From an optimization exercise on the open Yosys and OpenROAD flow, aimed at small area; shortcuts taken in it are not production practice.
Only simulation tests tie the RTL to the original design; equivalence was not proved.
Power figures rest on the tool's default switching activity, not on a simulated workload.

`flow/config.mk`:
```
export PLATFORM = sky130hd
export DESIGN_NAME = regfile_multiport
export DESIGN_NICKNAME = regfile_multiport
export VERILOG_FILES = /design/flow/design.v
export SDC_FILE = /design/flow/constraint.sdc
export NUM_CORES = 4
export LEC_CHECK = 0
export CAP_MARGIN = 20
export CORE_MARGIN = 2
export CORE_UTILIZATION = 30
export GPL_ROUTABILITY_DRIVEN = 1
export PLACE_DENSITY = 0.45
export SLEW_MARGIN = 20
```
`flow/constraint.sdc`:
```
create_clock -name core_clock -period 6.5 [get_ports {clk}]
set_input_delay 1.3000 -clock core_clock [delete_from_list [all_inputs] [get_ports {clk}]]
set_output_delay 1.3000 -clock core_clock [all_outputs]
set_load 0.01 [all_outputs]
```
`flow/design.v`:
```
package regfile_pkg;
  typedef enum logic [0:0] {IDLE, CLEAR} rf_state_t;
  localparam int DEFAULT_DATA_W   = 32;
  localparam int DEFAULT_NUM_REGS = 32;
  localparam int DEFAULT_NUM_RD   = 2;
  localparam int MERGE_W      = 512;
  localparam int MERGE_STRB_W = MERGE_W / 8;
  function automatic logic [MERGE_W-1:0] byte_merge(
    input logic [MERGE_W-1:0]      oldVal,
    input logic [MERGE_W-1:0]      newVal,
    input logic [MERGE_STRB_W-1:0] strb
  );
    logic [MERGE_W-1:0] merged;
    merged = oldVal;
    for (int i = 0; i < MERGE_STRB_W; i++) begin
      if (strb[i]) merged[i*8 +: 8] = newVal[i*8 +: 8];
    end
    byte_merge = merged;
  endfunction
endpackage
module regfile_clear_seq #(
  parameter int NUM_REGS = 32,
  parameter int ADDR_W   = $clog2(NUM_REGS)
) (
  input  logic              clk,
  input  logic              rst,
  input  logic              clearReq,
  output logic              busy,
  output logic              clrWe,
  output logic [ADDR_W-1:0] clrAddr
);
  localparam logic [ADDR_W-1:0] LAST_ADDR = ADDR_W'(NUM_REGS - 1);
  regfile_pkg::rf_state_t state, stateNext;
  logic [ADDR_W-1:0] cnt, cntNext;
  always_ff @(posedge clk or posedge rst) begin
    if (rst) begin
      state <= regfile_pkg::IDLE;
      cnt   <= '0;
    end else begin
      state <= stateNext;
      cnt   <= cntNext;
    end
  end
  always_comb begin
    stateNext = state;
    cntNext   = cnt;
    case (state)
      regfile_pkg::IDLE: begin
        if (clearReq) begin
          stateNext = regfile_pkg::CLEAR;
          cntNext   = '0;
        end
      end
      regfile_pkg::CLEAR: begin
        if (cnt == LAST_ADDR) begin
          stateNext = regfile_pkg::IDLE;
          cntNext   = '0;
        end else begin
          cntNext = cnt + 1'b1;
        end
      end
      default: stateNext = regfile_pkg::IDLE;
    endcase
  end
  assign busy    = (state == regfile_pkg::CLEAR);
  assign clrWe   = busy;
  assign clrAddr = cnt;
endmodule
module regfile_multiport #(
  parameter int DATA_W   = regfile_pkg::DEFAULT_DATA_W,
  parameter int NUM_REGS = regfile_pkg::DEFAULT_NUM_REGS,
  parameter int NUM_RD   = regfile_pkg::DEFAULT_NUM_RD,
  parameter int ZERO_REG = 1
) (
  input  logic                                clk,
  input  logic                                rst,
  input  logic                                we,
  input  logic [$clog2(NUM_REGS)-1:0]         waddr,
  input  logic [DATA_W-1:0]                   wdata,
  input  logic [DATA_W/8-1:0]                 wstrb,
  input  logic [NUM_RD*$clog2(NUM_REGS)-1:0]  raddr,
  output logic [NUM_RD*DATA_W-1:0]            rdata,
  input  logic                                clear_req,
  output logic                                busy
);
  localparam int ADDR_W = $clog2(NUM_REGS);
  localparam int STRB_W = DATA_W / 8;
  logic [DATA_W-1:0] mem [NUM_REGS];
  logic              clrWe;
  logic [ADDR_W-1:0] clrAddr;
  logic              wrOk;
  logic [DATA_W-1:0] wrMerged;
  function automatic logic addrLive(input logic [ADDR_W-1:0] a);
    addrLive = (32'(a) < NUM_REGS) && !((ZERO_REG != 0) && (a == '0));
  endfunction
  function automatic logic [DATA_W-1:0] mergeWord(
    input logic [DATA_W-1:0] oldVal,
    input logic [DATA_W-1:0] newVal,
    input logic [STRB_W-1:0] strb
  );
    mergeWord = DATA_W'(regfile_pkg::byte_merge(regfile_pkg::MERGE_W'(oldVal), regfile_pkg::MERGE_W'(newVal),
                                                regfile_pkg::MERGE_STRB_W'(strb)));
  endfunction
  regfile_clear_seq #(.NUM_REGS(NUM_REGS)) uClearSeq (
    .clk      (clk),
    .rst      (rst),
    .clearReq (clear_req),
    .busy     (busy),
    .clrWe    (clrWe),
    .clrAddr  (clrAddr)
  );
  assign wrOk     = we && !busy && addrLive(waddr);
  assign wrMerged = mergeWord(mem[waddr], wdata, wstrb);
  always_ff @(posedge clk or posedge rst) begin
    if (rst) begin
      for (int i = 0; i < NUM_REGS; i++) mem[i] <= '0;
    end else if (clrWe) begin
      mem[clrAddr] <= '0;
    end else if (wrOk) begin
      mem[waddr] <= wrMerged;
    end
  end
  always_comb begin
    logic [ADDR_W-1:0] ra;
    ra    = '0;
    rdata = '0;
    for (int k = 0; k < NUM_RD; k++) begin
      ra = raddr[k*ADDR_W +: ADDR_W];
      if (addrLive(ra)) begin
        rdata[k*DATA_W +: DATA_W] = mem[ra];
      end
    end
  end
endmodule
```
`flow/run.sh`:
```
#!/bin/bash
# synth_recipe.tcl (not shown) runs the flow's synth.tcl, then flattens the netlist and writes it again
# the make line also repeats each setting of config.mk as NAME=value (left out here)
make -C /OpenROAD-flow-scripts/flow DESIGN_CONFIG=/design/flow/config.mk WORK_HOME=/design/flow/orfs CLKGATE_MAP_FILE= SYNTH_SCRIPT=/design/flow/synth_recipe.tcl finish
```
==> implementation parameters, run 1 <==
Parameter                              Value

Synth
  Netlist area before placement ... 57830 sq um
  Syn Nets ... 6417
  Synth async-reset ratio ... 100.0%
  Count of flip-flops with a built-in enable after synthesis ... 0
  Post-Synthesis Cells ... 6356
  Synth unique cells ... 84
  Dominant synthesized flop cell ... sky130_fd_sc_hd__dfrtp_1
  Seq/Total Area, Yosys ... 44.57%
  Count of warnings emitted by yosys ... 3
  Number of storage elements in the synthesis netlist ... 1030
  Post-synthesis average cell area ... 9.098 sq um

Place
  Dpl cells ... 8892
  Total half-perimeter wirelength after legalization and detailed placement ... 319.6 mm
  Port-buffer cells ... 119
  Final RePlAce weighted congestion ... 1.040

Worst setup path
  Arrival time of data at the critical path endpoint ... 5.10 ns
  Cell count of the worst reg-to-reg path ... 8
  Count of buffering cells on the critical path with inverters included ... 3
  Capturing element type of the critical path ... primary output
  Slowest cell on the critical path ... sky130_fd_sc_hd__clkdlybuf4s50_1
  Worst setup path category ... in -> out
  Cell family with the largest share of critical-path delay ... buffers and inverters
  Critical path required time ... 5.20 ns
  Critical path cell sequence ... clkdlybuf4s50_1, nand3b_1, nor2_4, buf_4, a222oi_1, nand3_1, nor2_1, nand2_1, clkdlybuf4s50_1
  Crit-path max FO ... 10
  Number of logic stages on the critical path including buffering ... 9
  Delay contributed by the slowest stage of the critical path ... 0.89 ns
  Critical path startpoint category ... primary input
  Most repeated library cell on the critical path ... sky130_fd_sc_hd__clkdlybuf4s50_1

Pwr
  Power per cell area ... 309.3 nW/um^2
  Leakage ... 29.77 nW
  Max rail drop VDD ... 0.2410 mV

Timing
  Period utilization ... 98.41%
  Unrepaired setup endpoints after global routing ... no
  Crit path time final ... 6.397 ns
  Total of endpoints with negative setup slack in the final report ... 0
  Worst clock skew on the final layout ... 0.03042 ns
  Slew margin rel. ... 7.684%
  Setup Total Neg Slack ... 0 ns
  Fmax ... 0.1563 GHz
  Final number of hold-violating endpoints ... 0
  Slew at the pin with the worst max-slew slack ... 1.381 ns
  Fin. max-slew vios ... 0

Cells and area
  Share of post-route cells with drive strength above 1 ... 15.89%
  Area Growth Syn to Fin ... 21.16%
  Commonest cells after routing, fill and taps aside ... sky130_fd_sc_hd__dfrtp_1 (1029), sky130_fd_sc_hd__a22oi_1 (940), sky130_fd_sc_hd__nand2_1 (847)
  Final Non-Filler Cells ... 9194
  Number of nets in the final layout ... 6562
  Commonest non-fill, non-tap cell in the layout ... sky130_fd_sc_hd__dfrtp_1
  Total of fill cells in the finished design ... 19646

Run status
  Status ... timing/DRC/antenna clean

Floorplanning
  Overall die area ... 196300 sq um
  Io pins ... 120
  Cell row count ... 161
  Placeable core region ... 192000 sq um
  Effective utilization at floorplan ... 30.12%
  Die Wd ... 443.0 um
  Die Y ... 443.0 um

Clock network
  Number of sinks handled by clock tree synthesis ... 1030
  Largest buffer count on any clock path ... 3
  Post-CTS Setup Repair Bufs ... 0
  Clock slew at the register clock pins of the worst setup and hold paths ... 0.06 ns
  H-tree level count ... 4
  Hold-fix buffers at CTS ... 0
  Root Buffer Master ... sky130_fd_sc_hd__clkbuf_16
  TritonCTS clock tree ... done
  Clock Latency Late Sink ... 0.87 ns
  Cells resized by post-CTS repair ... 0
  Number of buffers created by CTS ... 131

Detailed routing
  Post-route DRC ... 0
  Average via count per standard cell ... 7.585
  Final ANT Viol Nets ... 0
  Number of design-rule violations left by the first detailed-router iteration ... 14004
  Routed via count ... 69735
  Number of iterations in the first detailed-routing pass ... 13
  WL final ... 500.7 mm
  Routed wirelength normalized by instance count ... 54.46 um

GRT
  Combined global-route utilization of all metal layers ... 49.48%
  Antenna violations before repair ... 72
  Global-route wire length before repair ... 646.2 mm
  Maximum number of pins on one net before global-route repair ... 158
  Number of global-route vias before repair ... 63074
  Total congestion overflow after global routing ... 0

Hold path
  Worst min-delay path category ... reg -> reg
  Instance count along the most critical hold path ... 1

Run
  Max-cap check violation count ... 0
==> stage by stage <==
stage | hold slack (ns) | power, W | instance area, sq um | setup slack (ns) | utilization, %
global placement | 0.4624 | 0.01353 | 65300 | -0.3612 | 34.02
floorplan | 0.4468 | 0.01054 | 57830 | -8.998 | -
detailed placement | 0.4668 | 0.01355 | 65360 | 0.2873 | 34.04
global route | 0.4963 | 0.02201 | 69920 | 0.2008 | 36.42
finish | 0.4803 | 0.02167 | 70060 | 0.1031 | 36.49
CTS | 0.4818 | 0.02131 | 69830 | 0.2738 | 36.38
==> report_power, final <==
part | internal [W] | switching [W]
clock | 0.00455 | 0.00330
combinational | 0.00131 | 0.00326
sequential | 0.00743 | 0.00182
total | 0.0133 | 0.00838
==> registers in the layout, summed over array words and instances (netlist names) <==
register / cells
mem: 1024
uClearSeq.state: 1
uClearSeq.cnt: 5
==> final timing paths <==
path | endpoint | startpoint | slack (ns)
setup / recovery | rdata[49] | raddr[7] | 0.10
hold / removal | mem[0][2] | mem[0][2] | 0.48
setup reg to reg | mem[21][12] | uClearSeq.state | 2.35
hold reg to reg | mem[0][2] | mem[0][2] | 0.48
max in group asynchronous | mem[11][13] | rst | 3.84
min in group asynchronous | mem[4][11] | rst | 1.00
==> synthesized netlist by cell type, drive strengths merged, types with 5 or more instances <==
library cell,count,share of area (%)
o22ai,12,0.13
and2,39,0.42
ha,6,0.13
nor2,284,2.0
nor3,61,0.55
a31o,6,0.091
o32ai,5,0.076
mux2,71,1.4
a21oi,133,1.2
a31oi,61,0.90
nor4b,7,0.12
o211ai,6,0.078
a2111oi,65,1.0
dfrtp,1030,45
a21boi,8,0.10
nand2b,27,0.29
a222oi,54,0.93
nor2b,19,0.22
inv,25,0.16
and4,40,0.61
nand3b,27,0.39
nand3,363,3.1
nor4,48,0.53
o31ai,26,0.37
a32oi,9,0.14
a221oi,52,0.79
mux2i,16,0.28
nand4,168,1.8
buf,277,3.1
o21ai,559,4.8
or3,14,0.15
a32o,9,0.16
or3b,17,0.26
a21o,7,0.091
a22oi,940,12
nor3b,8,0.12
and3,223,2.4
a22o,362,5.5
clkbuf,361,2.4
nand2,853,5.6
or4,20,0.27
==> worst register-to-register path: cells and delay by family (launching register included) <==
kind / cells / cell delay (ns)
buffers and inverters: 2 / 1.03
DFF: 1 / 1.00
and+or+nand+nor: 4 / 0.91
AOI/OAI and AO/OA: 2 / 1.11
==> routing by layer <==
layer | vias to the layer above | GRT usage (%) | wire length [um]
met3 | 2481 | 21.39 | 69780
met5 | - | 1.709 | 651
met2 | 7353 | 65.67 | 194100
met1 | 35089 | 60.22 | 182800
li1 | 24760 | - | -
met4 | 52 | 43.28 | 53450
==> kinds of logic (layout without fill, tap and decap cells) <==
group | count (synthesis) | in the layout | synth area share (%)
other | 0 | 65 | 0
DFF | 1030 | 1030 | 44.57
adders and majority gates | 6 | 6 | 0.1298
and+or+nand+nor | 2232 | 2232 | 19.01
buffers and inverters | 663 | 910 | 5.626
muxes | 87 | 87 | 1.660
AOI/OAI and AO/OA | 2338 | 2338 | 29.01
==> cell type report <==
type	instances	area [sq um]	area share, %
multi-input combinational	4663	29920	42.71
sequential	1030	25780	36.79
timing repair buffer	650	6464	9.226
clock buffer	179	3794	5.415
tap	2526	3161	4.511
clock inverter	56	685.7	0.9787
antenna	65	162.7	0.2322
inverter	25	97.59	0.1393
==> run 2, diff against run 1 <==
==> flow/design.v (replaced) <==
package regfile_pkg;
  localparam int DEFAULT_DATA_W   = 32;
  localparam int DEFAULT_NUM_REGS = 32;
  localparam int DEFAULT_NUM_RD   = 2;
endpackage
module regfile_clear_seq #(
  parameter int NUM_REGS = 32,
  parameter int ADDR_W   = $clog2(NUM_REGS)
) (
  input  logic              clk,
  input  logic              rst,
  input  logic              clearReq,
  output logic              busy,
  output logic [ADDR_W-1:0] clrAddr
);
  logic [ADDR_W:0] cnt;
  always_ff @(posedge clk or posedge rst) begin
    if (rst)       cnt <= '0;
    else if (busy) cnt <= cnt + 1'b1;
    else           cnt <= {clearReq, {ADDR_W{1'b0}}};
  end
  assign busy    = cnt[ADDR_W];
  assign clrAddr = cnt[ADDR_W-1:0];
endmodule
module regfile_multiport #(
  parameter int DATA_W   = regfile_pkg::DEFAULT_DATA_W,
  parameter int NUM_REGS = regfile_pkg::DEFAULT_NUM_REGS,
  parameter int NUM_RD   = regfile_pkg::DEFAULT_NUM_RD,
  parameter int ZERO_REG = 1
) (
  input  logic                                clk,
  input  logic                                rst,
  input  logic                                we,
  input  logic [$clog2(NUM_REGS)-1:0]         waddr,
  input  logic [DATA_W-1:0]                   wdata,
  input  logic [DATA_W/8-1:0]                 wstrb,
  input  logic [NUM_RD*$clog2(NUM_REGS)-1:0]  raddr,
  output logic [NUM_RD*DATA_W-1:0]            rdata,
  input  logic                                clear_req,
  output logic                                busy
);
  localparam int ADDR_W = $clog2(NUM_REGS);
  localparam int STRB_W = DATA_W / 8;
  localparam int FIRST  = (ZERO_REG != 0) ? 1 : 0;
  logic [ADDR_W-1:0] clrAddr;
  regfile_clear_seq #(.NUM_REGS(NUM_REGS)) uClearSeq (
    .clk      (clk),
    .rst      (rst),
    .clearReq (clear_req),
    .busy     (busy),
    .clrAddr  (clrAddr)
  );
  logic [NUM_REGS*DATA_W-1:0] mem;     
  logic [NUM_REGS-1:0]        valid;
  logic [NUM_RD*NUM_REGS-1:0] rdSel;    
  for (genvar r = 0; r < NUM_REGS; r++) begin : gRow
    if (r < FIRST) begin : gZero
      assign mem[r*DATA_W +: DATA_W] = '0;
      assign valid[r]                = 1'b0;
    end else begin : gLive
      logic wrRow, clrRow, vld;
      logic [DATA_W-1:0] q;
      logic [STRB_W-1:0] ld, hold;
      assign wrRow  = we && !busy && (waddr == ADDR_W'(r));
      assign clrRow = busy && (clrAddr == ADDR_W'(r));
      always_ff @(posedge clk or posedge rst) begin
        if (rst) vld <= 1'b0;
        else     vld <= (vld || wrRow) && !clrRow;
      end
      assign valid[r]                = vld;
      assign mem[r*DATA_W +: DATA_W] = q;
      for (genvar b = 0; b < STRB_W; b++) begin : gByte
        assign ld[b]   = wrRow && wstrb[b];
        assign hold[b] = !(wrRow && (wstrb[b] || !vld));
        always_ff @(posedge clk) begin
          q[b*8 +: 8] <= (q[b*8 +: 8] & {8{hold[b]}}) | (wdata[b*8 +: 8] & {8{ld[b]}});
        end
      end
    end
    for (genvar k = 0; k < NUM_RD; k++) begin : gSel
      assign rdSel[k*NUM_REGS + r] = valid[r] && (raddr[k*ADDR_W +: ADDR_W] == ADDR_W'(r));
    end
  end
  always_comb begin
    rdata = '0;
    for (int k = 0; k < NUM_RD; k++)
      for (int r = FIRST; r < NUM_REGS; r++)
        rdata[k*DATA_W +: DATA_W] = rdata[k*DATA_W +: DATA_W] | (mem[r*DATA_W +: DATA_W] & {DATA_W{rdSel[k*NUM_REGS + r]}});
  end
endmodule
==> run 2 against run 1 <==
- the layout now fails its checks (negative setup slack)
- global-route usage is 0.64 points lower
- setup slack worse by 0.24 ns
- combinational power decreased by about 30%
- die area shrank 19%
- synthesized cell count is 21% lower
- critical path type unchanged
==> implementation parameters, run 2 <==
Parameter                              Value

Pwr
  Power per cell area ... 311.5 nW/um^2 (was 309.3 nW/um^2)
  Net switching power of the design ... 0.006451 W (was 0.008383 W)
  Comb pwr share ... 17.9% (was 21.1%)
  Leakage ... 18.48 nW (was 29.77 nW)
  Flop pwr share ... 41.5% (was 42.7%)
  Switching power share of the total ... 36.04% (was 38.68%)
  Internal power ... 0.01145 W (was 0.01329 W)
  Max rail drop VDD ... 0.2177 mV (was 0.2410 mV)
  Clk pwr share ... 40.6% (was 36.2%)

Timing
  Unrepaired setup endpoints after global routing ... no (unchanged)
  Fin. max-slew vios ... 0 (unchanged)
  Crit path time final ... 6.633 ns (was 6.397 ns)
  Worst Slack Setup Final ... -0.1326 ns (was 0.1031 ns)
  Total of endpoints with negative setup slack in the final report ... 7 (was 0)
  Worst clock skew on the final layout ... 0.02524 ns (was 0.03042 ns)
  Fmax ... 0.1508 GHz (was 0.1563 GHz)
  Period utilization ... 102.0% (was 98.41%)
  Slew at the pin with the worst max-slew slack ... 1.334 ns (was 1.381 ns)
  Final number of hold-violating endpoints ... 0 (unchanged)
  Slew margin rel. ... 11.03% (was 7.684%)
  Setup Total Neg Slack ... -0.3828 ns (was 0 ns)

Detailed routing
  Number of iterations in the first detailed-routing pass ... 9 (was 13)
  Routed wirelength normalized by instance count ... 54.12 um (was 54.46 um)
  Average via count per standard cell ... 7.665 (was 7.585)
  Number of design-rule violations left by the first detailed-router iteration ... 11908 (was 14004)
  Post-route DRC ... 0 (unchanged)
  WL final ... 401.4 mm (was 500.7 mm)
  Final ANT Viol Nets ... 0 (unchanged)
  Routed via count ... 56841 (was 69735)

Synth
  Synth unique cells ... 57 (was 84)
  Synth async-reset ratio ... 3.596% (was 100.0%)
  Top area cells in the synthesized netlist ... sky130_fd_sc_hd__dfxtp_1 (43%), sky130_fd_sc_hd__o2bb2ai_1 (19%), sky130_fd_sc_hd__a22oi_1 (8.9%) (was sky130_fd_sc_hd__dfrtp_1 (45%), sky130_fd_sc_hd__a22oi_1 (12%), sky130_fd_sc_hd__nand2_1 (5.5%))
  Most instantiated cells after synthesis ... sky130_fd_sc_hd__o2bb2ai_1 (993), sky130_fd_sc_hd__dfxtp_1 (992), sky130_fd_sc_hd__a22oi_1 (551) (was sky130_fd_sc_hd__dfrtp_1 (1030), sky130_fd_sc_hd__a22oi_1 (940), sky130_fd_sc_hd__nand2_1 (849))
  Count of warnings emitted by yosys ... 2 (was 3)
  Count of flip-flops with a built-in enable after synthesis ... 0 (unchanged)
  Fraction of post-synthesis cell area in the top cell type by area ... 42.72% (was 44.57%)
  Post-Synthesis Cells ... 5048 (was 6356)
  Library cell with the highest instance count after synthesis ... sky130_fd_sc_hd__o2bb2ai_1 (was sky130_fd_sc_hd__dfrtp_1)
  Library cell occupying the most area in the post-synthesis netlist ... sky130_fd_sc_hd__dfxtp_1 (was sky130_fd_sc_hd__dfrtp_1)
  Syn Nets ... 5109 (was 6417)
  Post-synthesis average cell area ... 9.210 sq um (was 9.098 sq um)
  Number of storage elements in the synthesis netlist ... 1029 (was 1030)
  Dominant synthesized flop cell ... sky130_fd_sc_hd__dfxtp_1 (was sky130_fd_sc_hd__dfrtp_1)
  Seq/Total Area, Yosys ... 44.71% (was 44.57%)
  Netlist area before placement ... 46490 sq um (was 57830 sq um)

Run status
  Status ... failed layout checks (was timing/DRC/antenna clean)
  Violated layout checks ..... negative setup slack

Clock network
  Root Buffer Master ... sky130_fd_sc_hd__clkbuf_16 (unchanged)
  Number of buffers created by CTS ... 118 (was 131)
  Clock Latency Late Sink ... 0.78 ns (was 0.87 ns)
  Post-CTS Setup Repair Bufs ... 0 (unchanged)
  H-tree level count ... 3 (was 4)
  TritonCTS clock tree ... done (unchanged)
  Largest buffer count on any clock path ... 3 (unchanged)
  Number of sinks handled by clock tree synthesis ... 1029 (was 1030)
  Clock slew at the register clock pins of the worst setup and hold paths ... 0.06 ns (about the same)
  Hold-fix buffers at CTS ... 0 (unchanged)

Cells and area
  Share of post-route cells with drive strength above 1 ... 16.82% (was 15.89%)
  Area Growth Syn to Fin ... 23.60% (was 21.16%)
  Largest Register ... gRow.gLive.q (was mem)
  Total of fill cells in the finished design ... 15651 (was 19646)
  Commonest cells after routing, fill and taps aside ... sky130_fd_sc_hd__o2bb2ai_1 (993), sky130_fd_sc_hd__dfxtp_1 (992), sky130_fd_sc_hd__a22oi_1 (551) (was sky130_fd_sc_hd__dfrtp_1 (1029), sky130_fd_sc_hd__a22oi_1 (940), sky130_fd_sc_hd__nand2_1 (847))
  Number of nets in the final layout ... 5292 (was 6562)
  Final Non-Filler Cells ... 7416 (was 9194)
  Commonest non-fill, non-tap cell in the layout ... sky130_fd_sc_hd__o2bb2ai_1 (was sky130_fd_sc_hd__dfrtp_1)
  Registers with the highest flip-flop counts ... gRow.gLive.q (992), gRow.gLive.vld (31), uClearSeq.cnt (6) (was mem (1024), uClearSeq.cnt (5), uClearSeq.state (1))
  Number of flip-flops in the largest register ... 992 (was 1024)
  Final core utilization ... 37.30% (was 36.49%)

Worst setup path
  Most repeated library cell on the critical path ... sky130_fd_sc_hd__clkdlybuf4s50_1 (unchanged)
  Critical path startpoint category ... primary input (unchanged)
  Arrival time of data at the critical path endpoint ... 5.33 ns (was 5.10 ns)
  Capturing element type of the critical path ... primary output (unchanged)
  Slowest cell on the critical path ... sky130_fd_sc_hd__a2111oi_0 (was sky130_fd_sc_hd__clkdlybuf4s50_1)
  Crit-path max FO ... 15 (was 10)
  Worst setup path category ... in -> out (unchanged)
  Critical path cell sequence ... clkdlybuf4s50_1, or2b_4, nor3_2, a2111oi_0, nand3_1, or4_1, clkdlybuf4s50_1 (was clkdlybuf4s50_1, nand3b_1, nor2_4, buf_4, a222oi_1, nand3_1, nor2_1, nand2_1, clkdlybuf4s50_1)
  Critical path required time ... 5.20 ns (about the same)
  Delay contributed by the slowest stage of the critical path ... 1.00 ns (was 0.89 ns)

Hold path
  Worst min-delay path category ... reg -> reg (unchanged)

Floorplanning
  Die Y ... 397.7 um (was 443.0 um)
  Io pins ... 120 (unchanged)
  Die Wd ... 397.7 um (was 443.0 um)
  Effective utilization at floorplan ... 30.18% (was 30.12%)
  Overall die area ... 158100 sq um (was 196300 sq um)
  Cell row count ... 144 (was 161)
  Placeable core region ... 154000 sq um (was 192000 sq um)

GRT
  Total congestion overflow after global routing ... 0 (unchanged)
  Maximum number of pins on one net before global-route repair ... 40 (was 158)
  Fraction of met3 tracks used by global routing ... 21.46% (was 21.39%)
  Met2 demand-to-capacity share in global routing ... 64.44% (was 65.67%)
  Number of global-route vias before repair ... 50849 (was 63074)
  Gr busiest metal ... met2 (unchanged)
  Global-route wire length before repair ... 513.4 mm (was 646.2 mm)
  Antenna violations before repair ... 41 (was 72)
  Combined global-route utilization of all metal layers ... 48.85% (was 49.48%)
  Met1 track demand over resource in global routing ... 61.55% (was 60.22%)

Place
  Worst setup timing slack at the placement stage ... 0.1341 ns (was 0.2873 ns)
  Total half-perimeter wirelength after legalization and detailed placement ... 260.1 mm (was 319.6 mm)
  Final RePlAce weighted congestion ... 1.133 (was 1.040)
  Dpl cells ... 7154 (was 8892)
  Port-buffer cells ... 119 (unchanged)

Run
  Max-cap check violation count ... 0 (unchanged)
[run 2: changes by cell type in the layout (fill, tap and decap cells not counted), sizes merged, moves of 203 or more]
| cell | before | now |
|---|---|---|
| dfrtp | 1030 | 37 |
| dfxtp | 0 | 992 |
| o2bb2ai | 4 | 993 |
| nor3 | 61 | 549 |
| o21ai | 559 | 124 |
| a22oi | 940 | 551 |
| a22o | 362 | 1 |
| nand2 | 853 | 512 |
| nor2 | 284 | 57 |
| and3 | 223 | 20 |
[run 2: power by group through the flow]
stage | clock network, W | logic, W | registers [W]
floorplan | 0 | 0.00114 | 0.00700
global placement | 0 | 0.00290 | 0.00749
detailed placement | 0 | 0.00291 | 0.00748
CTS | 0.00723 | 0.00291 | 0.00735
global route | 0.00747 | 0.00303 | 0.00739
finish | 0.00726 | 0.00321 | 0.00743
[run 2: layer usage]
layer	part of all wire [%]	vias to the layer above
met1	38	27943
met2	38	6407
met4	9.4	22
met5	0.044	-
li1	-	20546
met3	15	1923
[run 2: cell type report]
| class | count | area (sq um) | area share, % |
|---|---|---|---|
| antenna | 38 | 95.09 | 0.1655 |
| clock buffer | 167 | 3493 | 6.079 |
| clock inverter | 56 | 618.1 | 1.076 |
| inverter | 36 | 135.1 | 0.2352 |
| multi-input combinational | 3473 | 24300 | 42.29 |
| sequential | 1029 | 20790 | 36.18 |
| tap | 2044 | 2557 | 4.451 |
| timing repair buffer | 573 | 5472 | 9.522 |
[run 2: kinds of logic (layout without fill, tap and decap cells)]
family                     count (synthesis)  after routing  synth area share [%]
AOI/OAI and AO/OA                       1945           1945                 34.06
and+or+nand+nor                         1520           1520                 16.08
DFF                                     1029           1029                 44.71
buffers and inverters                    546            832                 4.963
adders and majority gates                  6              6                0.1615
xor gates and xnor gates                   2              2               0.03768
other                                      0             38                     0
[run 2: critical path, delay by kind of cell]
family / cells / cell delay [ns]
AO/OA/AOI/OAI: 1 / 1.00
buffers and inverters: 2 / 1.24
AND/OR/NAND/NOR: 4 / 1.76
[run 2: worst paths after layout]
| kind | end | start | cells after the start | slack, ns |
|---|---|---|---|---|
| max | rdata[57] | raddr[5] | 7 | -0.13 |
| min | gRow[24].gLive.q[30] | gRow[24].gLive.q[30] | 1 | 0.46 |
| max reg2reg | gRow[1].gLive.q[7] | gRow[1].gLive.vld | 3 | 3.01 |
| min reg2reg | gRow[24].gLive.q[30] | gRow[24].gLive.q[30] | 1 | 0.46 |
| max in group asynchronous | gRow[28].gLive.vld | rst | 3 | 5.10 |
| min in group asynchronous | uClearSeq.cnt[5] | rst | 3 | 0.96 |
[run 2: repair_timing]
action / 4_1_cts / 5_1_grt
setup endpoints to repair: 0 / 1
endpoints found under the hold margin: 0 / 0
gates resized for setup: 0 / 1
[run 2: stage by stage]
step	total power (W)	area, sq um	hold WS (ns)
after floorplan	0.008137	46490	0.4327
after global placement	0.01039	53060	0.4447
after detailed placement	0.01039	53180	0.4465
after CTS	0.01749	57300	0.4643
after global routing	0.01790	57380	0.4735
final	0.01790	57460	0.4637
==> run 3, diff against run 2 <==
--- a/flow/design.v
+++ b/flow/design.v
@@ -52,2 +52,6 @@
   );
+  logic [DATA_W-1:0] wrData;
+  for (genvar c = 0; c < DATA_W; c++) begin : gWrData
+    assign wrData[c] = wdata[c] && wstrb[c / 8];
+  end
   logic [NUM_REGS*DATA_W-1:0] mem;     
@@ -62,3 +66,3 @@
       logic [DATA_W-1:0] q;
-      logic [STRB_W-1:0] ld, hold;
+      logic [STRB_W-1:0] hold;
       assign wrRow  = we && !busy && (waddr == ADDR_W'(r));
@@ -72,6 +76,5 @@
       for (genvar b = 0; b < STRB_W; b++) begin : gByte
-        assign ld[b]   = wrRow && wstrb[b];
         assign hold[b] = !(wrRow && (wstrb[b] || !vld));
         always_ff @(posedge clk) begin
-          q[b*8 +: 8] <= (q[b*8 +: 8] & {8{hold[b]}}) | (wdata[b*8 +: 8] & {8{ld[b]}});
+          q[b*8 +: 8] <= (q[b*8 +: 8] & {8{hold[b]}}) | (wrData[b*8 +: 8] & {8{wrRow}});
         end
@@ -83,8 +86,58 @@
   end
-  always_comb begin
-    rdata = '0;
-    for (int k = 0; k < NUM_RD; k++)
-      for (int r = FIRST; r < NUM_REGS; r++)
-        rdata[k*DATA_W +: DATA_W] = rdata[k*DATA_W +: DATA_W] | (mem[r*DATA_W +: DATA_W] & {DATA_W{rdSel[k*NUM_REGS + r]}});
+  localparam int NLIVE = NUM_REGS - FIRST;      
+  localparam int NAOI  = NLIVE / 3;             
+  localparam int NREST = NLIVE - 3 * NAOI;      
+  localparam int NTERM = NAOI + (NREST != 0 ? 1 : 0);
+  for (genvar k = 0; k < NUM_RD; k++) begin : gRd
+    for (genvar d = 0; d < DATA_W; d++) begin : gBit
+      logic [NTERM-1:0] termN;    
+      for (genvar g = 0; g < NAOI; g++) begin : gAoi
+        localparam int R = FIRST + 3 * g;
+        regfile_aoi222 uAoi (
+          .a1 (rdSel[k*NUM_REGS + R]),     .a2 (mem[R*DATA_W + d]),
+          .b1 (rdSel[k*NUM_REGS + R + 1]), .b2 (mem[(R+1)*DATA_W + d]),
+          .c1 (rdSel[k*NUM_REGS + R + 2]), .c2 (mem[(R+2)*DATA_W + d]),
+          .y  (termN[g])
+        );
+      end
+      if (NREST == 1) begin : gRest1
+        localparam int R = FIRST + 3 * NAOI;
+        regfile_nand2 uNand (.a(rdSel[k*NUM_REGS + R]), .b(mem[R*DATA_W + d]), .y(termN[NAOI]));
+      end else if (NREST == 2) begin : gRest2
+        localparam int R = FIRST + 3 * NAOI;
+        regfile_aoi22 uAoi (
+          .a1 (rdSel[k*NUM_REGS + R]),     .a2 (mem[R*DATA_W + d]),
+          .b1 (rdSel[k*NUM_REGS + R + 1]), .b2 (mem[(R+1)*DATA_W + d]),
+          .y  (termN[NAOI])
+        );
+      end
+      regfile_or_n #(.N(NTERM)) uOr (.inN(termN), .y(rdata[k*DATA_W + d]));
+    end
   end
 endmodule
+module regfile_aoi222 (
+  input  logic a1, a2, b1, b2, c1, c2,
+  output logic y
+);
+  assign y = !((a1 && a2) || (b1 && b2) || (c1 && c2));
+endmodule
+module regfile_aoi22 (
+  input  logic a1, a2, b1, b2,
+  output logic y
+);
+  assign y = !((a1 && a2) || (b1 && b2));
+endmodule
+module regfile_nand2 (
+  input  logic a, b,
+  output logic y
+);
+  assign y = !(a && b);
+endmodule
+module regfile_or_n #(
+  parameter int N = 11
+) (
+  input  logic [N-1:0] inN,
+  output logic         y
+);
+  assign y = !(&inN);
+endmodule
--- a/flow/config.mk
+++ b/flow/config.mk
@@ -9,5 +9,7 @@
 export CORE_MARGIN = 2
-export CORE_UTILIZATION = 30
+export CORE_UTILIZATION = 40
 export GPL_ROUTABILITY_DRIVEN = 1
-export PLACE_DENSITY = 0.45
+export PLACE_DENSITY = 0.5
+export SETUP_SLACK_MARGIN = 0.4
 export SLEW_MARGIN = 20
+export SYNTH_HIERARCHICAL = 1
==> run 3 against run 2 <==
- the run now finishes clean
- register-to-register slack improved by 0.34 ns
- power fell by 18%
- clock skew decreased by 0.0015 ns
- wire length shrank 43%
- combinational power decreased by 72%
- critical path type unchanged
- cell count decreased by 27%
- sequential power fell by 5.7%
- synthesized cell count is 26% lower
- clock power shrank 7.2%
- non-clock buffer count down 252
==> implementation parameters, run 3 <==
Parameter                              Value

Worst setup path
  Critical path required time ... 5.20 ns (about the same)
  Most repeated library cell on the critical path ... sky130_fd_sc_hd__clkdlybuf4s50_1 (unchanged)
  Worst setup path category ... in -> out (unchanged)
  Capturing element type of the critical path ... primary output (unchanged)
  Slowest cell on the critical path ... sky130_fd_sc_hd__a222oi_1 (was sky130_fd_sc_hd__a2111oi_0)
  Cell family with the largest share of critical-path delay ... buffers and inverters (was simple AND/OR/NAND/NOR gates)
  Critical path cell sequence ... clkdlybuf4s50_1, nand2_1, nor2_1, and3_1, buf_4, a222oi_1, nand4_1, or3_1, clkdlybuf4s50_1 (was clkdlybuf4s50_1, or2b_4, nor3_2, a2111oi_0, nand3_1, or4_1, clkdlybuf4s50_1)
  Arrival time of data at the critical path endpoint ... 4.79 ns (was 5.33 ns)
  Crit-path max FO ... 16 (was 15)
  Count of buffering cells on the critical path with inverters included ... 3 (was 2)
  Critical path startpoint category ... primary input (unchanged)
  Delay contributed by the slowest stage of the critical path ... 0.67 ns (was 1.00 ns)

Synth
  Synth async-reset ratio ... 3.596% (unchanged)
  Netlist area before placement ... 42160 sq um (was 46490 sq um)
  Seq/Total Area, Yosys ... 49.30% (was 44.71%)
  Syn Nets ... 3786 (was 5109)
  Fraction of post-synthesis cell area in the top cell type by area ... 47.10% (was 42.72%)
  Number of storage elements in the synthesis netlist ... 1029 (unchanged)
  Post-Synthesis Cells ... 3730 (was 5048)
  Most instantiated cells after synthesis ... sky130_fd_sc_hd__dfxtp_1 (992), sky130_fd_sc_hd__o2bb2ai_1 (992), sky130_fd_sc_hd__a222oi_1 (640) (was sky130_fd_sc_hd__o2bb2ai_1 (993), sky130_fd_sc_hd__dfxtp_1 (992), sky130_fd_sc_hd__a22oi_1 (551))
  Top area cells in the synthesized netlist ... sky130_fd_sc_hd__dfxtp_1 (47%), sky130_fd_sc_hd__o2bb2ai_1 (21%), sky130_fd_sc_hd__a222oi_1 (15%) (was sky130_fd_sc_hd__dfxtp_1 (43%), sky130_fd_sc_hd__o2bb2ai_1 (19%), sky130_fd_sc_hd__a22oi_1 (8.9%))
  Post-synthesis average cell area ... 11.30 sq um (was 9.210 sq um)
  Library cell occupying the most area in the post-synthesis netlist ... sky130_fd_sc_hd__dfxtp_1 (unchanged)
  Count of warnings emitted by yosys ... 8 (was 2)
  Count of flip-flops with a built-in enable after synthesis ... 0 (unchanged)
  Dominant synthesized flop cell ... sky130_fd_sc_hd__dfxtp_1 (unchanged)
  Synth unique cells ... 44 (was 57)

Floorplanning
  Die Y ... 328.7 um (was 397.7 um)
  Placeable core region ... 105000 sq um (was 154000 sq um)
  Cell row count ... 119 (was 144)
  Die Wd ... 328.7 um (was 397.7 um)
  Overall die area ... 108000 sq um (was 158100 sq um)
  Effective utilization at floorplan ... 40.16% (was 30.18%)
  Io pins ... 120 (unchanged)

Pwr
  Flop pwr share ... 47.8% (was 41.5%)
  Leakage ... 16.12 nW (was 18.48 nW)
  Comb pwr share ... 6.2% (was 17.9%)
  Power per cell area ... 295.1 nW/um^2 (was 311.5 nW/um^2)
  Clk pwr share ... 46.0% (was 40.6%)
  Max rail drop VDD ... 0.2615 mV (was 0.2177 mV)
  Sum of internal, switching and leakage power ... 0.01466 W (was 0.01790 W)
  Internal power ... 0.01091 W (was 0.01145 W)
  Switching power share of the total ... 25.59% (was 36.04%)
  Net switching power of the design ... 0.003750 W (was 0.006451 W)

Cells and area
  Commonest cells after routing, fill and taps aside ... sky130_fd_sc_hd__o2bb2ai_1 (992), sky130_fd_sc_hd__dfxtp_1 (992), sky130_fd_sc_hd__a222oi_1 (640) (was sky130_fd_sc_hd__o2bb2ai_1 (993), sky130_fd_sc_hd__dfxtp_1 (992), sky130_fd_sc_hd__a22oi_1 (551))
  Registers with the highest flip-flop counts ... gRow.gLive.q (992), gRow.gLive.vld (31), uClearSeq.cnt (6) (unchanged)
  Largest Register ... gRow.gLive.q (unchanged)
  Multi-input combinational cell area ... 20350 sq um (was 24300 sq um)
  Area Growth Syn to Fin ... 17.82% (was 23.60%)
  Share of post-route cells with drive strength above 1 ... 13.41% (was 16.82%)
  Sequential Area ... 20780 sq um (was 20790 sq um)
  Number of flip-flops in the largest register ... 992 (unchanged)
  Total of fill cells in the finished design ... 9591 (was 15651)
  Final Non-Filler Cells ... 5410 (was 7416)
  Number of nets in the final layout ... 3973 (was 5292)

Hold path
  Worst min-delay path category ... reg -> reg (unchanged)

Timing
  Crit path time final ... 6.091 ns (was 6.633 ns)
  Slew margin rel. ... 18.55% (was 11.03%)
  Unrepaired setup endpoints after global routing ... no (unchanged)
  Period utilization ... 93.71% (was 102.0%)
  Worst Slack Setup Final ... 0.4086 ns (was -0.1326 ns)
  Total of endpoints with negative setup slack in the final report ... 0 (was 7)
  Fmax ... 0.1642 GHz (was 0.1508 GHz)
  Slew at the pin with the worst max-slew slack ... 1.217 ns (was 1.334 ns)
  Fin. max-slew vios ... 0 (unchanged)
  Final number of hold-violating endpoints ... 0 (unchanged)
  Setup Total Neg Slack ... 0 ns (was -0.3828 ns)
  Worst clock skew on the final layout ... 0.02371 ns (was 0.02524 ns)

Clock network
  H-tree level count ... 3 (unchanged)
  Clock slew at the register clock pins of the worst setup and hold paths ... 0.06 ns (about the same)
  Number of sinks handled by clock tree synthesis ... 1029 (unchanged)
  Clock Latency Late Sink ... 0.73 ns (was 0.78 ns)
  Largest buffer count on any clock path ... 3 (unchanged)
  TritonCTS clock tree ... done (unchanged)
  Number of buffers created by CTS ... 114 (was 118)
  Root Buffer Master ... sky130_fd_sc_hd__clkbuf_16 (unchanged)

GRT
  Total congestion overflow after global routing ... 0 (unchanged)
  Number of global-route vias before repair ... 40955 (was 50849)
  Combined global-route utilization of all metal layers ... 40.45% (was 48.85%)
  Global-route wire length before repair ... 313.8 mm (was 513.4 mm)
  Antenna violations before repair ... 18 (was 41)
  Maximum number of pins on one net before global-route repair ... 40 (unchanged)

Run status
  Status ... timing/DRC/antenna clean (was failed layout checks)

Detailed routing
  Routed wirelength normalized by instance count ... 41.94 um (was 54.12 um)
  Number of design-rule violations left by the first detailed-router iteration ... 9485 (was 11908)
  WL final ... 226.9 mm (was 401.4 mm)
  Routed via count ... 42649 (was 56841)
  Number of iterations in the first detailed-routing pass ... 12 (was 9)
  Average via count per standard cell ... 7.883 (was 7.665)
  Post-route DRC ... 0 (unchanged)
  Final ANT Viol Nets ... 0 (unchanged)

Place
  Final RePlAce weighted congestion ... 1.009 (was 1.133)
  Port-buffer cells ... 119 (unchanged)
  Worst setup timing slack at the placement stage ... 0.3704 ns (was 0.1341 ns)
  Total half-perimeter wirelength after legalization and detailed placement ... 144.8 mm (was 260.1 mm)
  Dpl cells ... 5190 (was 7154)

Run
  Max-cap check violation count ... 0 (unchanged)
-- run 3: cell types whose count changed after synthesis, sizes merged, moves of 34 or more --
cell,change
nand2,-379
and3,+44
or3,+58
a2111oi,-163
a222oi,+585
nor3,-545
nor2,-34
a22oi,-549
nand2b,+82
clkbuf,-153
nand4,+51
or4,-61
o21ai,-124
buf,-107
-- run 3: power groups by stage --
stage | logic, W | clock network [W] | registers (W)
6_report | 0.000906 | 0.00674 | 0.00701
5_1_grt | 0.000948 | 0.00704 | 0.00703
4_1_cts | 0.000879 | 0.00677 | 0.00698
3_5_place_dp | 0.000878 | 0 | 0.00711
3_3_place_gp | 0.000855 | 0 | 0.00710
2_1_floorplan | 0.000604 | 0 | 0.00692
-- run 3: layout make-up --
class,instances,share of cell area (%)
flip-flops and latches,1029,41.84
multi-input cells,2438,40.97
clock buffers,173,6.917
repair buffers,321,5.728
well taps,1391,3.504
clock inverters,39,0.9093
inverters,13,0.09823
diodes,6,0.03023
-- run 3: cell families after synthesis --
| logic type | count (synthesis) | share of synthesized area (%) |
|---|---|---|
| xor gates and xnor gates | 1 | 0.02078 |
| and+or+nand+nor | 716 | 10.64 |
| muxes | 2 | 0.04749 |
| DFF | 1029 | 49.30 |
| buffers and inverters | 263 | 2.623 |
| adders and majority gates | 1 | 0.02967 |
| AOI/OAI and AO/OA | 1718 | 37.34 |
-- run 3: worst register-to-register path: stages (launching register included) --
cell and delay, ns:
sky130_fd_sc_hd__dfrtp_1 0.52, sky130_fd_sc_hd__and3b_4 0.81, sky130_fd_sc_hd__buf_4 0.49, sky130_fd_sc_hd__nand2_2 0.77, sky130_fd_sc_hd__o2bb2ai_1 0.45
-- run 3: layer usage --
layer	part of all wire [%]	up-vias	track usage (%)
li1	-	16936	-
met1	38	21176	52.76
met2	41	3721	57.53
met3	14	800	14.13
met4	6.6	16	23.65
met5	0.051	-	0
-- run 3: modules after synthesis (local to each module, per instance), a selection --
module / times used / area (sq um) / cells / flops+latches
regfile_nand2: 64 / 3.754 / 1 / 0
regfile_multiport: 1 / 33730 / 2748 / 1023
regfile_aoi222: 640 / 10.01 / 1 / 0
-- run 3: worst paths after layout --
check | from | endpoint | slack [ns] | cells past startpoint
max in group asynchronous | rst | gRow[23].gLive.vld | 5.02 | 3
max reg2reg | uClearSeq.cnt[5] | gRow[16].gLive.q[21] | 3.35 | 4
max | raddr[6] | rdata[56] | 0.41 | 9
min reg2reg | gRow[26].gLive.q[28] | gRow[26].gLive.q[28] | 0.48 | 1
min | gRow[26].gLive.q[28] | gRow[26].gLive.q[28] | 0.48 | 1
min in group asynchronous | rst | uClearSeq.cnt[5] | 0.98 | 2
-- run 3: repair_timing --
item / in CTS / in global routing
hold endpoints to repair: 0 / 0
pin swaps: 0 / 1
endpoints found under the setup margin: 3 / 4
hold buffers: 0 / 0
gates resized for setup: 1 / 3
gates cloned: 0 / 0
buffers inserted: 0 / 0
-- run 3: metrics by stage --
step	util, %	cell area (sq um)	hold WS, ns
2_1_floorplan	-	42160	0.4503
3_3_place_gp	43.54	45700	0.4630
3_5_place_dp	43.56	45720	0.4689
4_1_cts	47.26	49610	0.4835
5_1_grt	47.31	49660	0.4941
6_report	47.32	49680	0.4822
==> run 4, diff against run 3 <==
--- a/flow/design.v
+++ b/flow/design.v
@@ -45,2 +45,4 @@
   logic [ADDR_W-1:0] clrAddr;
+  logic [ADDR_W-1:0] rowAddr;    
+  logic              rowAct;     
   regfile_clear_seq #(.NUM_REGS(NUM_REGS)) uClearSeq (
@@ -56,2 +58,4 @@
   end
+  assign rowAddr = busy ? clrAddr : waddr;
+  assign rowAct  = busy || we;
   logic [NUM_REGS*DATA_W-1:0] mem;     
@@ -64,7 +68,8 @@
     end else begin : gLive
-      logic wrRow, clrRow, vld;
+      logic hit, wrRow, clrRow, vld;
       logic [DATA_W-1:0] q;
       logic [STRB_W-1:0] hold;
-      assign wrRow  = we && !busy && (waddr == ADDR_W'(r));
-      assign clrRow = busy && (clrAddr == ADDR_W'(r));
+      assign hit    = rowAct && (rowAddr == ADDR_W'(r));
+      assign wrRow  = hit && !busy;
+      assign clrRow = hit && busy;
       always_ff @(posedge clk or posedge rst) begin
==> flow/flow/run.sh (new file) <==
#!/bin/bash
# Own layout flow: the standard layout (standard synthesis unchanged), with two changes:
# the port buffers use buf_2 cells instead of the default delay-buffer cell, and clock tree
# synthesis inserts no dummy loads. Each tool's output stays in ORFS's per-step logs under
# orfs/logs/; make's own output goes to standard.log here.
set -euo pipefail
bash standard.sh finish \
  "BUFFER_PORTS_ARGS=-buffer_cell sky130_fd_sc_hd__buf_2" \
  "CTS_ARGS=-sink_clustering_enable -repair_clock_nets -dont_use_dummy_load -sink_clustering_size 32 -sink_clustering_max_diameter 80 -buf_list sky130_fd_sc_hd__clkbuf_16" \
  > standard.log 2>&1
==> flow/standard.sh (new file) <==
#!/bin/bash
# synth_recipe.tcl (not shown) runs the flow's synth.tcl, then flattens the netlist and writes it again
# the make line also repeats each setting of config.mk as NAME=value (left out here)
make -C /OpenROAD-flow-scripts/flow DESIGN_CONFIG=/design/flow/config.mk WORK_HOME=/design/flow/orfs CLKGATE_MAP_FILE= SYNTH_SCRIPT=/design/flow/synth_recipe.tcl "${@:-finish}"
--- a/flow/config.mk
+++ b/flow/config.mk
@@ -7,9 +7,12 @@
 export LEC_CHECK = 0
-export CAP_MARGIN = 20
+export CAP_MARGIN = 10
 export CORE_MARGIN = 2
-export CORE_UTILIZATION = 40
+export CORE_UTILIZATION = 60
+export CTS_BUF_LIST = sky130_fd_sc_hd__clkbuf_16
+export CTS_CLUSTER_DIAMETER = 80
+export CTS_CLUSTER_SIZE = 32
 export GPL_ROUTABILITY_DRIVEN = 1
-export PLACE_DENSITY = 0.5
-export SETUP_SLACK_MARGIN = 0.4
-export SLEW_MARGIN = 20
+export PLACE_DENSITY = 0.7
+export SETUP_SLACK_MARGIN = 0.2
+export SLEW_MARGIN = 10
 export SYNTH_HIERARCHICAL = 1
removed: flow/run.sh
==> run 4 against run 3 <==
- cell area down 9.8%
- register-to-register slack worse by 0.70 ns
- setup slack improved by 0.48 ns
- worst hold slack gained 0.0067 ns
- combinational power up 6.6%
- highest routed layer unchanged
- first-iteration DRC count grew 43%
==> implementation parameters, run 4 <==
Parameter                              Value

Worst setup path
  Critical R2R Launch ... uClearSeq.cnt[5] (unchanged)
  Crit-path max FO ... 17 (was 16)
  Slowest cell on the critical path ... sky130_fd_sc_hd__and3_1 (was sky130_fd_sc_hd__a222oi_1)
  Capturing element type of the critical path ... primary output (unchanged)
  Critical path required time ... 5.20 ns (about the same)
  Critical path cell sequence ... buf_2, and2_1, nor2b_1, and3_1, buf_4, a222oi_1, nand4_1, or3_1, buf_2 (was clkdlybuf4s50_1, nand2_1, nor2_1, and3_1, buf_4, a222oi_1, nand4_1, or3_1, clkdlybuf4s50_1)
  Cell family with the largest share of critical-path delay ... simple AND/OR/NAND/NOR gates (was buffers and inverters)
  Number of logic stages on the critical path including buffering ... 9 (unchanged)
  Worst setup path category ... in -> out (unchanged)
  Count of buffering cells on the critical path with inverters included ... 3 (unchanged)
  Delay contributed by the slowest stage of the critical path ... 0.59 ns (was 0.67 ns)
  Cell count of the worst reg-to-reg path ... 5 (was 4)
  Arrival time of data at the critical path endpoint ... 4.31 ns (was 4.79 ns)
  Crit. Startpoint ... raddr[2] (was raddr[6])
  Critical path startpoint category ... primary input (unchanged)
  Most repeated library cell on the critical path ... sky130_fd_sc_hd__buf_2 (was sky130_fd_sc_hd__clkdlybuf4s50_1)

Place
  Total half-perimeter wirelength after legalization and detailed placement ... 125.9 mm (was 144.8 mm)
  Cell area after placement ... 43600 sq um (was 45720 sq um)
  Final RePlAce weighted congestion ... 1.044 (was 1.009)
  Port-buffer cells ... 119 (unchanged)

Floorplanning
  Io pins ... 120 (unchanged)
  Overall die area ... 71790 sq um (was 108000 sq um)
  Effective utilization at floorplan ... 60.73% (was 40.16%)
  Cell row count ... 96 (was 119)
  Die Y ... 267.9 um (was 328.7 um)
  Die Wd ... 267.9 um (was 328.7 um)
  Placeable core region ... 68830 sq um (was 105000 sq um)

Synth
  Dominant synthesized flop cell ... sky130_fd_sc_hd__dfxtp_1 (unchanged)
  Seq/Total Area, Yosys ... 49.72% (was 49.30%)
  Synth unique cells ... 44 (unchanged)
  Post-synthesis average cell area ... 11.13 sq um (was 11.30 sq um)
  Netlist area before placement ... 41800 sq um (was 42160 sq um)
  Count of flip-flops with a built-in enable after synthesis ... 0 (unchanged)
  Syn Nets ... 3811 (was 3786)
  Top area cells in the synthesized netlist ... sky130_fd_sc_hd__dfxtp_1 (48%), sky130_fd_sc_hd__o2bb2ai_1 (21%), sky130_fd_sc_hd__a222oi_1 (16%) (was sky130_fd_sc_hd__dfxtp_1 (47%), sky130_fd_sc_hd__o2bb2ai_1 (21%), sky130_fd_sc_hd__a222oi_1 (15%))
  Post-Synthesis Cells ... 3755 (was 3730)
  Count of warnings emitted by yosys ... 8 (unchanged)
  Fraction of post-synthesis cell area in the top cell type by area ... 47.51% (was 47.10%)
  Most instantiated cells after synthesis ... sky130_fd_sc_hd__dfxtp_1 (992), sky130_fd_sc_hd__o2bb2ai_1 (992), sky130_fd_sc_hd__a222oi_1 (648) (was sky130_fd_sc_hd__dfxtp_1 (992), sky130_fd_sc_hd__o2bb2ai_1 (992), sky130_fd_sc_hd__a222oi_1 (640))
  Number of storage elements in the synthesis netlist ... 1029 (unchanged)
  Synth async-reset ratio ... 3.596% (unchanged)
  Library cell occupying the most area in the post-synthesis netlist ... sky130_fd_sc_hd__dfxtp_1 (unchanged)

Detailed routing
  Number of iterations in the first detailed-routing pass ... 15 (was 12)
  Routed wirelength normalized by instance count ... 41.33 um (was 41.94 um)
  Post-route DRC ... 0 (unchanged)
  WL final ... 196.4 mm (was 226.9 mm)
  Final ANT Viol Nets ... 0 (unchanged)
  Routed via count ... 43483 (was 42649)
  Average via count per standard cell ... 9.152 (was 7.883)
  Number of design-rule violations left by the first detailed-router iteration ... 13527 (was 9485)

Clock network
  Cells resized by post-CTS repair ... 0 (was 1)
  Number of sinks handled by clock tree synthesis ... 1029 (unchanged)
  Number of buffers created by CTS ... 44 (was 114)
  Post-CTS Setup Repair Bufs ... 0 (unchanged)
  Hold-fix buffers at CTS ... 0 (unchanged)
  Clock slew at the register clock pins of the worst setup and hold paths ... 0.09 ns (was 0.06 ns)
  Root Buffer Master ... sky130_fd_sc_hd__clkbuf_16 (unchanged)
  Clock Latency Late Sink ... 0.68 ns (was 0.73 ns)
  Largest buffer count on any clock path ... 3 (unchanged)
  H-tree level count ... 2 (was 3)
  TritonCTS clock tree ... done (unchanged)

Timing
  Crit path time final ... 5.613 ns (was 6.091 ns)
  Fin. max-slew vios ... 0 (unchanged)
  Final number of hold-violating endpoints ... 0 (unchanged)
  Fmax ... 0.1782 GHz (was 0.1642 GHz)
  Period utilization ... 86.35% (was 93.71%)
  Slew margin rel. ... 8.677% (was 18.55%)
  Unrepaired setup endpoints after global routing ... no (unchanged)
  Setup Total Neg Slack ... 0 ns (unchanged)
  Worst hold margin ... 0.4890 ns (was 0.4822 ns)
  Total of endpoints with negative setup slack in the final report ... 0 (unchanged)
  Slew at the pin with the worst max-slew slack ... 1.370 ns (was 1.217 ns)
  Worst clock skew on the final layout ... 0.06062 ns (was 0.02371 ns)

Pwr
  Net switching power of the design ... 0.003093 W (was 0.003750 W)
  Leakage ... 14.50 nW (was 16.12 nW)
  Switching power share of the total ... 27.40% (was 25.59%)
  Internal power ... 0.008196 W (was 0.01091 W)
  Flop pwr share ... 62.8% (was 47.8%)
  Power per cell area ... 252.0 nW/um^2 (was 295.1 nW/um^2)
  Clk pwr share ... 28.7% (was 46.0%)
  Max rail drop VDD ... 0.2717 mV (was 0.2615 mV)
  Comb pwr share ... 8.6% (was 6.2%)

Run
  Max-cap check violation count ... 0 (unchanged)

GRT
  Number of global-route vias before repair ... 40875 (was 40955)
  Maximum number of pins on one net before global-route repair ... 40 (unchanged)
  Combined global-route utilization of all metal layers ... 52.36% (was 40.45%)
  Antenna violations before repair ... 15 (was 18)
  Global-route wire length before repair ... 277.1 mm (was 313.8 mm)
  Total congestion overflow after global routing ... 0 (unchanged)

Cells and area
  Share of post-route cells with drive strength above 1 ... 8.565% (was 13.41%)
  Number of nets in the final layout ... 3864 (was 3973)
  Largest Register ... gRow.gLive.q (unchanged)
  Area Growth Syn to Fin ... 7.157% (was 17.82%)
  Total of fill cells in the finished design ... 5383 (was 9591)
  Commonest cells after routing, fill and taps aside ... sky130_fd_sc_hd__o2bb2ai_1 (992), sky130_fd_sc_hd__dfxtp_1 (992), sky130_fd_sc_hd__a222oi_1 (648) (was sky130_fd_sc_hd__o2bb2ai_1 (992), sky130_fd_sc_hd__dfxtp_1 (992), sky130_fd_sc_hd__a222oi_1 (640))
  Number of flip-flops in the largest register ... 992 (unchanged)
  Total non-filler cell area in the finished layout ... 44790 sq um (was 49680 sq um)
  Registers with the highest flip-flop counts ... gRow.gLive.q (992), uClearSeq.cnt (6) (was gRow.gLive.q (992), gRow.gLive.vld (31), uClearSeq.cnt (6))

Hold path
  Worst min-delay path category ... reg -> reg (unchanged)
  Instance count along the most critical hold path ... 1 (unchanged)
  Hold Path Origin ... gRow[26].gLive.q[14] (was gRow[26].gLive.q[28])

Run status
  Status ... timing/DRC/antenna clean (unchanged)
-- run 4: changes by cell type after synthesis, moves of 7 or more --
cell                        change
sky130_fd_sc_hd__nand3b_1       +7
sky130_fd_sc_hd__buf_4         -19
sky130_fd_sc_hd__o211ai_1       -9
sky130_fd_sc_hd__o2111ai_1      -8
sky130_fd_sc_hd__o211ai_2      -14
sky130_fd_sc_hd__a31oi_1       +16
sky130_fd_sc_hd__nor2_1        -18
sky130_fd_sc_hd__nand3_2       -82
sky130_fd_sc_hd__nand3_1      +113
sky130_fd_sc_hd__nand2b_1      +30
sky130_fd_sc_hd__a222oi_1       +8
sky130_fd_sc_hd__a21oi_1       -11
sky130_fd_sc_hd__clkbuf_1       +9
-- run 4: cell families (layout without fill, tap and decap cells) --
group	count (synthesis)	in the layout	synth area share, %
compound gates	1704	1704	37.28
simple gates	767	767	10.49
xor+xnor	1	1	0.02096
other cells	0	14	0
fa+ha+maj	1	1	0.02993
flops	1029	1029	49.72
mux	2	2	0.04789
buf+inv	251	302	2.407
-- run 4: worst reg2reg max path: stages, from the launching register on --
cell	delay (ns)
sky130_fd_sc_hd__dfrtp_1	0.56
sky130_fd_sc_hd__buf_4	0.31
sky130_fd_sc_hd__nor4b_4	1.10
sky130_fd_sc_hd__nand2_1	1.04
sky130_fd_sc_hd__buf_4	0.55
sky130_fd_sc_hd__a31oi_1	0.20
-- run 4: layer usage --
metal / global-route usage [%] / part of all wire [%]
met1: 66.66 / 34
met2: 70.40 / 38
met3: 23.55 / 19
met4: 35.60 / 8.7
met5: 1.486 / 0.027
-- run 4: cell type report --
type	instances	area, sq um	share of cell area (%)
tap	931	1165	2.601
inverter	3	11.26	0.02514
clock buffer	44	1101	2.458
sequential	1029	20780	46.40
antenna	14	35.03	0.07821
timing repair buffer	255	1669	3.726
multi-input combinational	2475	20030	44.71
-- run 4: path summary, 6_finish.rpt --
kind / end / slack [ns]
hold reg to reg: gRow[26].gLive.q[14] / 0.49
hold / removal: gRow[26].gLive.q[14] / 0.49
min in group asynchronous: uClearSeq.cnt[5] / 0.55
setup reg to reg: register / 2.65
setup / recovery: rdata[7] / 0.89
max in group asynchronous: async pin / 5.40
-- run 4: power by group through the flow --
stage	registers, W	logic, W	clock network, W
final	0.00709	0.000966	0.00324
after global routing	0.00708	0.000998	0.00340
after CTS	0.00702	0.000907	0.00319
after detailed placement	0.00716	0.000907	0
after global placement	0.00715	0.000869	0
after floorplan	0.00696	0.000638	0
-- run 4: modules after synthesis (local to each module, per instance), excerpt --
module | cell area [sq um] | copies in the design | flip-flops and latches
regfile_aoi222 | 10.01 | 640 | 0
regfile_multiport | 33370 | 1 | 1023
regfile_nand2 | 3.754 | 64 | 0
-- run 4: stage by stage --
stage / power (W) / worst slack (ns) / instances / util (%)
floorplan: 0.007598 / 2.242 / 3755 / -
global placement: 0.008016 / 1.168 / 4691 / 63.34
detailed placement: 0.008068 / 1.166 / 4691 / 63.34
CTS: 0.01112 / 1.165 / 4735 / 64.94
global route: 0.01148 / 0.9810 / 4741 / 65.04
finish: 0.01129 / 0.8873 / 4751 / 65.08
==> run 5, diff against run 4 <==
--- a/flow/design.v
+++ b/flow/design.v
@@ -80,6 +80,12 @@
       assign mem[r*DATA_W +: DATA_W] = q;
+      regfile_holdctl #(.STRB_W(STRB_W)) uHold (.wrRow(wrRow), .vld(vld), .strb(wstrb), .hold(hold));
       for (genvar b = 0; b < STRB_W; b++) begin : gByte
-        assign hold[b] = !(wrRow && (wstrb[b] || !vld));
+        logic [7:0] qNext;
+        for (genvar i = 0; i < 8; i++) begin : gBit
+          regfile_ao22 uNext (
+            .a1 (q[b*8 + i]), .a2 (hold[b]), .b1 (wrData[b*8 + i]), .b2 (wrRow), .y (qNext[i])
+          );
+        end
         always_ff @(posedge clk) begin
-          q[b*8 +: 8] <= (q[b*8 +: 8] & {8{hold[b]}}) | (wrData[b*8 +: 8] & {8{wrRow}});
+          q[b*8 +: 8] <= qNext;
         end
@@ -148 +154,21 @@
 endmodule
+module regfile_holdctl #(
+  parameter int STRB_W = 4
+) (
+  input  logic              wrRow,
+  input  logic              vld,
+  input  logic [STRB_W-1:0] strb,
+  output logic [STRB_W-1:0] hold
+);
+  logic wrInv;
+  assign wrInv = wrRow && !vld;
+  for (genvar b = 0; b < STRB_W; b++) begin : gByte
+    assign hold[b] = !((wrRow && strb[b]) || wrInv);
+  end
+endmodule
+module regfile_ao22 (
+  input  logic a1, a2, b1, b2,
+  output logic y
+);
+  assign y = (a1 && a2) || (b1 && b2);
+endmodule
--- a/flow/config.mk
+++ b/flow/config.mk
@@ -9,3 +9,3 @@
 export CORE_MARGIN = 2
-export CORE_UTILIZATION = 60
+export CORE_UTILIZATION = 50
 export CTS_BUF_LIST = sky130_fd_sc_hd__clkbuf_16
@@ -14,3 +14,3 @@
 export GPL_ROUTABILITY_DRIVEN = 1
-export PLACE_DENSITY = 0.7
+export PLACE_DENSITY = 0.6
 export SETUP_SLACK_MARGIN = 0.2
==> run 5 against run 4 <==
- register-to-register slack worse by 0.06 ns
- critical path depth is 1 lower
- global-route usage fell by 4.5 points
- sequential share of layout area down 0.094 points
- setup slack worse by 0.20 ns
- first-iteration DRC count fell by 23%
- clock skew up 0.017 ns
- non-clock buffer count rose by 9
- still clean on timing, DRC and antenna
- wire length rose by 6.5%
- clock-buffer cell count increased by 2
==> implementation parameters, run 5 <==
Parameter                              Value

Synth
  Count of warnings emitted by yosys ... 8 (unchanged)
  Syn Nets ... 3531 (was 3811)
  Seq/Total Area, Yosys ... 51.18% (was 49.72%)
  Synth unique cells ... 43 (was 44)
  Post-synthesis average cell area ... 11.69 sq um (was 11.13 sq um)
  Compound-gate portion of the synthesized area ... 40.36% (was 37.28%)
  Number of storage elements in the synthesis netlist ... 1029 (unchanged)
  Post-synthesis share of cell area spent on and, or, nand and nor gates ... 7.542% (was 10.49%)
  Fraction of post-synthesis cell area in the top cell type by area ... 48.90% (was 47.51%)
  Main combinational cell family by area after synthesis ... compound AO/OA/AOI/OAI gates (unchanged)

Worst setup path
  Critical path cell sequence ... buf_2, nor2b_1, nor2b_1, and3_2, a222oi_1, nand4_1, or3_1, buf_2 (was buf_2, and2_1, nor2b_1, and3_1, buf_4, a222oi_1, nand4_1, or3_1, buf_2)
  Critical path startpoint category ... primary input (unchanged)
  Crit-path max FO ... 32 (was 17)
  Worst setup path category ... in -> out (unchanged)
  Cell count of the worst reg-to-reg path ... 6 (was 5)
  Arrival time of data at the critical path endpoint ... 4.51 ns (was 4.31 ns)

GRT
  Antenna violations before repair ... 16 (was 15)
  Number of global-route vias before repair ... 39341 (was 40875)
  Maximum number of pins on one net before global-route repair ... 40 (unchanged)

Cells and area
  Commonest cells after routing, fill and taps aside ... sky130_fd_sc_hd__a22o_1 (993), sky130_fd_sc_hd__dfxtp_1 (992), sky130_fd_sc_hd__a222oi_1 (671) (was sky130_fd_sc_hd__o2bb2ai_1 (992), sky130_fd_sc_hd__dfxtp_1 (992), sky130_fd_sc_hd__a222oi_1 (648))
  Area Growth Syn to Fin ... 10.51% (was 7.157%)
  Number of flip-flops in the largest register ... 992 (unchanged)
  Largest Register ... gRow.gLive.q (unchanged)
  Registers with the highest flip-flop counts ... gRow.gLive.q (992), uClearSeq.cnt (6) (unchanged)
  Commonest non-fill, non-tap cell in the layout ... sky130_fd_sc_hd__a22o_1

Run status
  Status ... timing/DRC/antenna clean (unchanged)

Clock network
  Post-CTS Setup Repair Bufs ... 0 (unchanged)
  H-tree level count ... 2 (unchanged)
  Cells resized by post-CTS repair ... 0 (unchanged)
  TritonCTS clock tree ... done (unchanged)
  Largest buffer count on any clock path ... 3 (unchanged)
  Clock slew at the register clock pins of the worst setup and hold paths ... 0.07 ns (was 0.09 ns)
  Number of buffers created by CTS ... 46 (was 44)

Floorplanning
  Overall die area ... 83520 sq um (was 71790 sq um)
  Placeable core region ... 80420 sq um (was 68830 sq um)
  Die Wd ... 289 um (was 267.9 um)
  Io pins ... 120 (unchanged)

Timing
  Fin. max-slew vios ... 0 (unchanged)
  Unrepaired setup endpoints after global routing ... no (unchanged)
  Worst hold margin ... 0.5128 ns (was 0.4890 ns)
  Total of endpoints with negative setup slack in the final report ... 0 (unchanged)
  Setup Total Neg Slack ... 0 ns (unchanged)

Place
  Total half-perimeter wirelength after legalization and detailed placement ... 133.3 mm (was 125.9 mm)

Pwr
  Power per cell area ... 271.0 nW/um^2 (was 252.0 nW/um^2)
  Max rail drop VDD ... 0.2736 mV (was 0.2717 mV)

Detailed routing
  Detailed route wirelength on metal3 ... 33.50 mm (was 37.20 mm)
  Routed via count ... 42400 (was 43483)
  WL final ... 209.2 mm (was 196.4 mm)
  Number of iterations in the first detailed-routing pass ... 17 (was 15)
## run 5: cell count changes after synthesis, sizes merged, moves of 46 or more
cell / change
clkbuf: -193
nand3: -119
nand2: -48
nand2b: -120
inv: +46
o2bb2ai: -992
o21ai: +124
a22o: +993
## run 5: stage by stage
stage / util [%] / cells
3_3_place_gp: 54.32 / 4768
6_report: 55.81 / 4826
5_1_grt: 55.78 / 4815
4_1_cts: 55.76 / 4814
2_1_floorplan: - / 3475
3_5_place_dp: 54.32 / 4768
## run 5: critical path: cells and delay by family
kind,cells,cell delay [ns]
AOI/OAI and AO/OA,1,0.55
buffers and inverters,2,0.32
and+or+nand+nor,5,2.30
## run 5: layout make-up
cell class                      instances  area [sq um]
Clock buffer                           46          1151
Tap cell                             1060          1326
Fill cell                            6853         35530
Multi-Input combinational cell       2368         19730
Inverter                               48         180.2
Timing Repair Buffer                  264          1684
Antenna cell                           11         27.53
Sequential cell                      1029         20780
## run 5: path summary, 6_finish.rpt
check	startpoint	end	slack, ns
worst max-delay path	raddr[4]	rdata[11]	0.69
worst min-delay path	gRow[29].gLive.q[1]	gRow[29].gLive.q[1]	0.51
worst max register to register	uClearSeq.cnt[5]	gRow[17].gLive.q[13]	2.59
worst min register to register	gRow[29].gLive.q[1]	gRow[29].gLive.q[1]	0.51
max in group asynchronous	rst	async pin	5.38
min in group asynchronous	rst	uClearSeq.cnt[2]	0.62
## run 5: per-module statistics from Yosys, one instance, submodules excluded, a selection
module / copies in the design / flops+latches / cell area, sq um / cells inside
regfile_ao22: 992 / 0 / 8.758 / 1
regfile_aoi222: 640 / 0 / 10.01 / 1
regfile_multiport: 1 / 1023 / 22640 / 1346
regfile_nand2: 64 / 0 / 3.754 / 1
## run 5: cell families (layout without fill, tap and decap cells)
kind of cell,after synthesis,after routing
other,0,11
adders and majority gates,1,1
DFF,1029,1029
buffers and inverters,78,358
and+or+nand+nor,544,544
AOI/OAI and AO/OA,1820,1820
xor gates and xnor gates,1,1
muxes,2,2
## run 5: report_power, final
group          switching [W]  total, W  internal (W)
Clock                0.00205   0.00333       0.00127
Combinational       0.000995   0.00151      0.000517
Sequential          0.000607   0.00733       0.00672
Total                0.00365    0.0122       0.00851
## run 5: metal layers
metal  global-route usage, %  up-vias
li1                        -    16410
met1                   59.87    20690
met2                   66.51     4239
met3                   19.10     1041
met4                   34.52       20
met5                  0.3977        -

==> separate check: timing with driven ports <==
The results above use ideal ports. As a check the final layouts listed here were re-extracted and re-timed, cells and wires unchanged. Step 1: set_driving_cell puts a clkbuf_16 on clk and a buf_2 on each other input, an assumption about the parent block. Step 2 adds t to the input delays and takes it off the output delays; t is the mean of the earliest and latest rising clock arrival at the registers after step 1. Input paths then give back, and output paths get back, about the clock's delay inside the block. a / b / c = no drivers / after step 1 / after step 2; a / b = the first two.
| run | t, ns | slack for setup (ns) | clock arrival spread, ns | slew at the worst register clock pin (ns) |
|---|---|---|---|---|
| run 1 | 0.939 | 0.103 / 0.078 / 0.078 | 0.038 / 0.039 | 0.07 / 0.07 |
| run 2 | 0.861 | -0.133 / -0.276 / -0.276 | 0.041 / 0.041 | 0.07 / 0.07 |
| run 3 | 0.788 | 0.409 / 0.370 / 0.370 | 0.025 / 0.025 | 0.07 / 0.07 |
| run 4 | 0.717 | 0.887 / 0.803 / 0.803 | 0.063 / 0.063 | 0.12 / 0.12 |
| run 5 | 0.701 | 0.691 / 0.531 / 0.531 | 0.079 / 0.079 | 0.12 / 0.12 |
The setup slack of run 5, which loses most, moves by -0.160 ns with the drivers and by -0.160 ns with both steps.
